What follows belongs to an exercise in optimizing a design on an open flow for small area; a production flow would make more cautious choices. Function was checked by simulation only, so behaviour that the tests miss may differ from the original. Power and IR drop assume default switching activity. The flow treats the clock pin as an ideal source, which a real chip does not have.

== job 471 ==
// route_table_move_to_front
module route_table_move_to_front #(
   parameter int ENTRIES = 32
) (
   input  wire logic          clock,
   input  wire logic          reset,
   input  wire logic          req_tvalid,
   output logic               req_tready,
   input  wire logic [87:0]   req_tdata,
   input  wire logic [1:0]    req_tuser,    
   output logic               rsp_tvalid,
   input  wire logic          rsp_tready,
   output logic [47:0]        rsp_tdata,
   output logic [1:0]         rsp_tuser     
);
clock: 8.0 ns
lec_check: 0
cap_margin: 20
core_margin: 2
core_utilization: 40
slew_margin: 20
standard.sh (not shown) runs the stock make flow with config.mk's settings and CLKGATE_MAP_FILE= SYNTH_SCRIPT=/design/flow/synth_recipe.tcl, a recipe that flattens the netlist after the stock synthesis.
==> flow/flow/run.sh <==
#!/bin/bash
# Standard layout, with two changes: clock tree synthesis without dummy loads,
# and port buffers of the smallest buffer cell.
set -euo pipefail
export CTS_ARGS="-sink_clustering_enable -repair_clock_nets -dont_use_dummy_load"
export BUFFER_PORTS_ARGS="-buffer_cell sky130_fd_sc_hd__buf_1"
bash standard.sh > standard.log 2>&1
Job 471 finished every stage and its layout cleared the timing, design-rule and antenna checks.
[inputs] job 9360 vs job 471
==> flow/run.sh (new file) <==
#!/bin/bash
# synth_recipe.tcl (not shown) runs the flow's synth.tcl, then flattens the netlist and writes it again
# the make line also repeats each setting of config.mk as NAME=value (left out here)
make -C /OpenROAD-flow-scripts/flow DESIGN_CONFIG=/design/flow/config.mk WORK_HOME=/design/flow/orfs CLKGATE_MAP_FILE= SYNTH_SCRIPT=/design/flow/synth_recipe.tcl finish
removed: flow/flow/run.sh
removed: flow/standard.sh
### Flow results
Every stage of the flow completed for job 9360, and the final layout passed the timing, design-rule and antenna checks. For job 471, the cell type of the slowest stage on the worst timing path was or4b_2, unlike job 9360, where it was or4_1. Job 9360 — largest stage delay on the critical path 0.22 ns higher, job 471 as reference. Job 471 reports its last element of the critical path as u_mem.spare_ff[6] while job 9360 reports u_mem.spare_ff[55]. Job 471 and job 9360 ended up with nearly the same met3 demand-to-capacity share in global routing. Job 9360 vs job 471: relative contribution of sequential cells to total power down in job 9360.
[inputs] job 1478 vs job 9360
Settings: CTS_BUF_LIST: unset -> sky130_fd_sc_hd__clkbuf_2 sky130_fd_sc_hd__clkbuf_4 sky130_fd_sc_hd__clkbuf_8.
### Flow results
- Job 9360 -> job 1478: floorplan row count delta 0, exact match
- Job 9360 → job 1478: power dropped about 1.2%, post-detailed-routing wire length has increased.
- Going from job 9360 to job 1478, the clock network area share was found to have gone up by 0.18 points.
- Global-route usage in job 1478 is 0.27 points above job 9360.
- Between job 1478 and job 9360, number of global-route vias before repair is lower for job 9360, job 1478 comes in above that.
- Diff job 9360 -> job 1478 | highest ir drop seen on vdd | down by more than 10%
- Compared to job 9360, job 1478 has global-route wire length before repair about 3% higher.
### job 1478 -> job 7118
Settings: setting CTS_CLUSTER_SIZE to 30 for the first time; changing CTS_BUF_LIST from sky130_fd_sc_hd__clkbuf_2 sky130_fd_sc_hd__clkbuf_4 sky130_fd_sc_hd__clkbuf_8 to sky130_fd_sc_hd__clkbuf_4.
Notes after the runs:
- Run comparison: job 7118 capture point of the critical path u_mem.spare_ff[59]; job 1478 capture point of the critical path u_mem.spare_ff[51]
- Job 7118 — detailed-route via count about 5.6% higher, job 1478 as reference
- Between job 7118 and job 1478, the transition time at the pin with the least slew margin is lower for job 7118.
- Taking job 1478 as the reference point, the average wire per standard cell of job 7118 falls by 3.6%.
- Re global placer's final weighted congestion: no difference whatsoever between job 7118 and job 1478.
- Compare job 7118 and job 1478 | proportion of layout cells with a drive suffix above 1 higher: job 7118
- NOTE final wirelength job 1478->job 7118 increased slightly
- Looking at antenna diode count, job 7118 sits above job 1478.
- The setup slack of job 7118 is larger than that of job 1478.

* * *

Setup of job 7263:
Another version of the RTL of route_table_move_to_front (not shown whole).
Size in the first run: about 58000 um2 of cells after synthesis.
// route_table_move_to_front
module route_table_move_to_front #(
   parameter int ENTRIES = 32
) (
   input  wire logic          clock,
   input  wire logic          reset,
   input  wire logic          req_tvalid,
   output logic               req_tready,
   input  wire logic [87:0]   req_tdata,
   input  wire logic [1:0]    req_tuser,    
   output logic               rsp_tvalid,
   input  wire logic          rsp_tready,
   output logic [47:0]        rsp_tdata,
   output logic [1:0]         rsp_tuser     
);
==> flow/config.mk <==
export PLATFORM = sky130hd
export DESIGN_NAME = route_table_move_to_front
export DESIGN_NICKNAME = route_table_move_to_front
export VERILOG_FILES = /design/flow/design.v
export SDC_FILE = /design/flow/constraint.sdc
export NUM_CORES = 4
export LEC_CHECK = 0
export ABC_AREA = 1
export ABC_CLOCK_PERIOD_IN_PS = 8000
export CAP_MARGIN = 20
export CORE_MARGIN = 2
export CORE_UTILIZATION = 40
export SLEW_MARGIN = 20
==> flow/constraint.sdc <==
create_clock -name core_clock -period 8.0 [get_ports {clock}]
set_input_delay 1.6000 -clock core_clock [delete_from_list [all_inputs] [get_ports {clock}]]
set_output_delay 1.6000 -clock core_clock [all_outputs]
set_load 0.01 [all_outputs]
==> flow/flow/run.sh <==
#!/bin/bash
# Standard layout, with two changes: clock tree synthesis without dummy loads,
# and port buffers of the smallest buffer cell.
set -euo pipefail
export CTS_ARGS="-sink_clustering_enable -repair_clock_nets -dont_use_dummy_load -sink_clustering_size 38 -sink_clustering_max_diameter 50"
export BUFFER_PORTS_ARGS="-buffer_cell sky130_fd_sc_hd__buf_1"
bash standard.sh > standard.log 2>&1
Job 7263 finished end to end and its layout was clean on timing, DRC and antenna.
diff inputs: job 7263 => job 9917
==> flow/flow/run.sh <==
#!/bin/bash
# Standard layout, with two changes: clock tree synthesis without dummy loads,
# in clusters of up to 33 sinks on clkbuf_16 with clkbuf_8 above them,
# and port buffers of the smallest buffer cell.
set -euo pipefail
export CTS_ARGS="-sink_clustering_enable -repair_clock_nets -dont_use_dummy_load -buf_list \"sky130_fd_sc_hd__clkbuf_8 sky130_fd_sc_hd__clkbuf_16\" -sink_clustering_buffer sky130_fd_sc_hd__clkbuf_16 -root_buf sky130_fd_sc_hd__clkbuf_8 -tree_buf sky130_fd_sc_hd__clkbuf_8 -sink_clustering_size 33 -sink_clustering_max_diameter 100"
export BUFFER_PORTS_ARGS="-buffer_cell sky130_fd_sc_hd__buf_1"
bash standard.sh > standard.log 2>&1
--- outcome ---
The run showing the greater largest stage delay on the critical path is job 9917. Taking job 7263 as the reference, in job 9917 path length in cells of the critical path now smaller, growth of design area from synthesis to finish saw a decrease, part of the power in registers went up by 4.5 points, post-synthesis sequential area ratio held steady, total detailed-routing wirelength decreased 1.1%. Job 7263 -> job 9917: HPWL after detailed placement delta 0, exact match.
Relative to job 9917, the following input files were edited for job 3639:
==> flow/flow/run.sh <==
#!/bin/bash
# Standard layout, with two changes: clock tree synthesis without dummy loads,
# and port buffers of the smallest buffer cell.
set -euo pipefail
export CTS_ARGS="-sink_clustering_enable -repair_clock_nets -dont_use_dummy_load -sink_clustering_size 30 -sink_clustering_max_diameter 100"
export BUFFER_PORTS_ARGS="-buffer_cell sky130_fd_sc_hd__buf_1"
bash standard.sh > standard.log 2>&1
--- outcome ---
- Job 3639 ends up with higher shortest period the worst path allows than job 9917 does.
- Diff job 9917 -> job 3639: clock-pin slew reported for the worst setup and hold paths after clock tree synthesis decreased by 0.02 ns relative to the old numbers, detailed-route wire length on metal 1 went down, total power picked up an extra 1.8%, sequential cell fraction of total power fell by 1.2 points.
For job 2891, these inputs were changed with respect to job 3639:
==> flow/flow/run.sh <==
#!/bin/bash
# Standard layout, with two changes: clock tree synthesis without dummy loads,
# and port buffers of the smallest buffer cell.
set -euo pipefail
export CTS_ARGS="-sink_clustering_enable -repair_clock_nets -dont_use_dummy_load -buf_list \"sky130_fd_sc_hd__clkbuf_8 sky130_fd_sc_hd__clkbuf_16\" -sink_clustering_buffer sky130_fd_sc_hd__clkbuf_16 -root_buf sky130_fd_sc_hd__clkbuf_8 -tree_buf sky130_fd_sc_hd__clkbuf_8 -sink_clustering_size 33 -sink_clustering_max_diameter 100"
export BUFFER_PORTS_ARGS="-buffer_cell sky130_fd_sc_hd__buf_1"
bash standard.sh > standard.log 2>&1
==> run summary <==
[compare] base=job 3639 new=job 2891: reg-to-reg setup timing slack +0.04 ns; arrival time at the worst endpoint -0.05 ns.
The end point of the critical path comes out u_mem.spare_ff[30] in one run and u_mem.spare_ff[16] in the other, namely in job 2891 and job 3639 respectively.
Diff job 3639 -> job 2891 | clock-buffer cell count | down by a little under 10%
Min remaining max-slew budget at the tightest pin across job 3639 and job 2891: job 3639
Job 2891: total power 1.8% below job 3639
Between job 3639 and job 2891, the flow reports average routed wire per standard cell decreasing slightly.
On multi-input logic portion of the cell area, job 3639 and job 2891 are basically level.

* * *

Setup of before:
Starting RTL as in the previous note.
## route_table_move_to_front
module route_table_move_to_front #(
   parameter int ENTRIES = 32
) (
   input  wire logic          clock,
   input  wire logic          reset,
   input  wire logic          req_tvalid,
   output logic               req_tready,
   input  wire logic [87:0]   req_tdata,
   input  wire logic [1:0]    req_tuser,    
   output logic               rsp_tvalid,
   input  wire logic          rsp_tready,
   output logic [47:0]        rsp_tdata,
   output logic [1:0]         rsp_tuser     
);
   localparam int CNT_W = $clog2(ENTRIES + 1);
   localparam int W     = rtmf_pkg::ENTRY_W;
   logic [32:0]            req_key;
   logic [W-1:0]           new_entry;
   logic [W-1:0]           head;
   logic [47:0]            spare;
   logic                   put_key;
   logic                   put_hop;
   logic                   put_new;
   logic                   take_key;
   logic                   take_hop;
   logic                   clear_spare;
   logic [CNT_W-1:0]       route_count;
   assign req_key   = rtmf_pkg::make_key(req_tdata[31:0], req_tdata[37:32]);
  ...
==> flow/config.mk <==
export PLATFORM = sky130hd
export DESIGN_NAME = route_table_move_to_front
export DESIGN_NICKNAME = route_table_move_to_front
export VERILOG_FILES = /design/flow/design.v
export SDC_FILE = /design/flow/constraint.sdc
export NUM_CORES = 4
export LEC_CHECK = 0
export ABC_AREA = 1
export ABC_CLOCK_PERIOD_IN_PS = 8000
export CAP_MARGIN = 20
export CORE_MARGIN = 2
export CORE_UTILIZATION = 40
export SLEW_MARGIN = 20
==> flow/constraint.sdc <==
create_clock -name core_clock -period 8.0 [get_ports {clock}]
set_input_delay 1.6000 -clock core_clock [delete_from_list [all_inputs] [get_ports {clock}]]
set_output_delay 1.6000 -clock core_clock [all_outputs]
set_load 0.01 [all_outputs]
==> flow/flow/run.sh <==
#!/bin/bash
# Standard layout, with two changes: clock tree synthesis without dummy loads,
# and port buffers of the smallest buffer cell.
set -euo pipefail
export CTS_ARGS="-sink_clustering_enable -repair_clock_nets -dont_use_dummy_load -sink_clustering_size 33 -sink_clustering_max_diameter 100"
export BUFFER_PORTS_ARGS="-buffer_cell sky130_fd_sc_hd__buf_1"
bash standard.sh > standard.log 2>&1
## Diff of input files: after against before
--- a/flow/flow/run.sh
+++ b/flow/flow/run.sh
@@ -5 +5 @@
-export CTS_ARGS="-sink_clustering_enable -repair_clock_nets -dont_use_dummy_load -sink_clustering_size 33 -sink_clustering_max_diameter 100"
+export CTS_ARGS="-sink_clustering_enable -repair_clock_nets -dont_use_dummy_load -sink_clustering_size 36 -sink_clustering_max_diameter 70"
[summary]
Both conditions hold for after: the flow ran to the end and the final layout passed the timing, design-rule and antenna checks. Clock network area share: after higher than before. Number of instances in the synthesized netlist: after vs before — no meaningful difference. A endpoint of the most critical setup path of u_mem.spare_ff[25] is what after shows, while u_mem.spare_ff[30] belongs to before. after ends up with a post-route cell area that is about 0.3% higher than in before. Post-synthesis sequential area ratio came out exactly the same in after and before.

==> port drivers added, routing unchanged <==
The flow's constraints put no driver on any port. The routed layouts listed below were extracted and timed again, unchanged, in two steps. Step 1, drivers: a clkbuf_16 drives clock and a buf_2 each remaining input, both assumed. Step 2 also shifts input and output timing later by t, the mid clock arrival at the registers, as if the neighbouring blocks saw the same clock. a / b / c = ideal / step 1 / step 2; a / b = the first two.
run | shift t [ns] | slack for setup (ns) | latest minus earliest clock arrival (ns) | cell pins on the clock port's net
job 471 | 0.827 | 2.528 / 2.536 / 1.710 | 0.097 / 0.097 | 1
job 9360 | 0.855 | 1.825 / 1.874 / 1.019 | 0.060 / 0.060 | 1
job 1478 | 0.982 | 1.969 / 2.015 / 1.033 | 0.080 / 0.081 | 1
job 7118 | 1.244 | 2.276 / 2.325 / 1.080 | 0.124 / 0.125 | 1
job 7263 | 0.800 | 1.978 / 1.983 / 1.182 | 0.129 / 0.129 | 1
job 9917 | 0.920 | 2.088 / 2.090 / 1.170 | 0.179 / 0.180 | 1
job 3639 | 0.785 | 1.946 / 1.994 / 1.208 | 0.117 / 0.117 | 1
job 2891 | 0.920 | 2.088 / 2.090 / 1.170 | 0.179 / 0.180 | 1
before | 0.776 | 1.982 / 1.985 / 1.209 | 0.127 / 0.127 | 1
after | 0.784 | 1.977 / 1.963 / 1.179 | 0.127 / 0.127 | 1
After both steps setup and hold are still met in every run listed. For job 7118, which loses most, drivers alone change the setup slack by +0.049 ns; drivers and shift together by -1.196 ns.
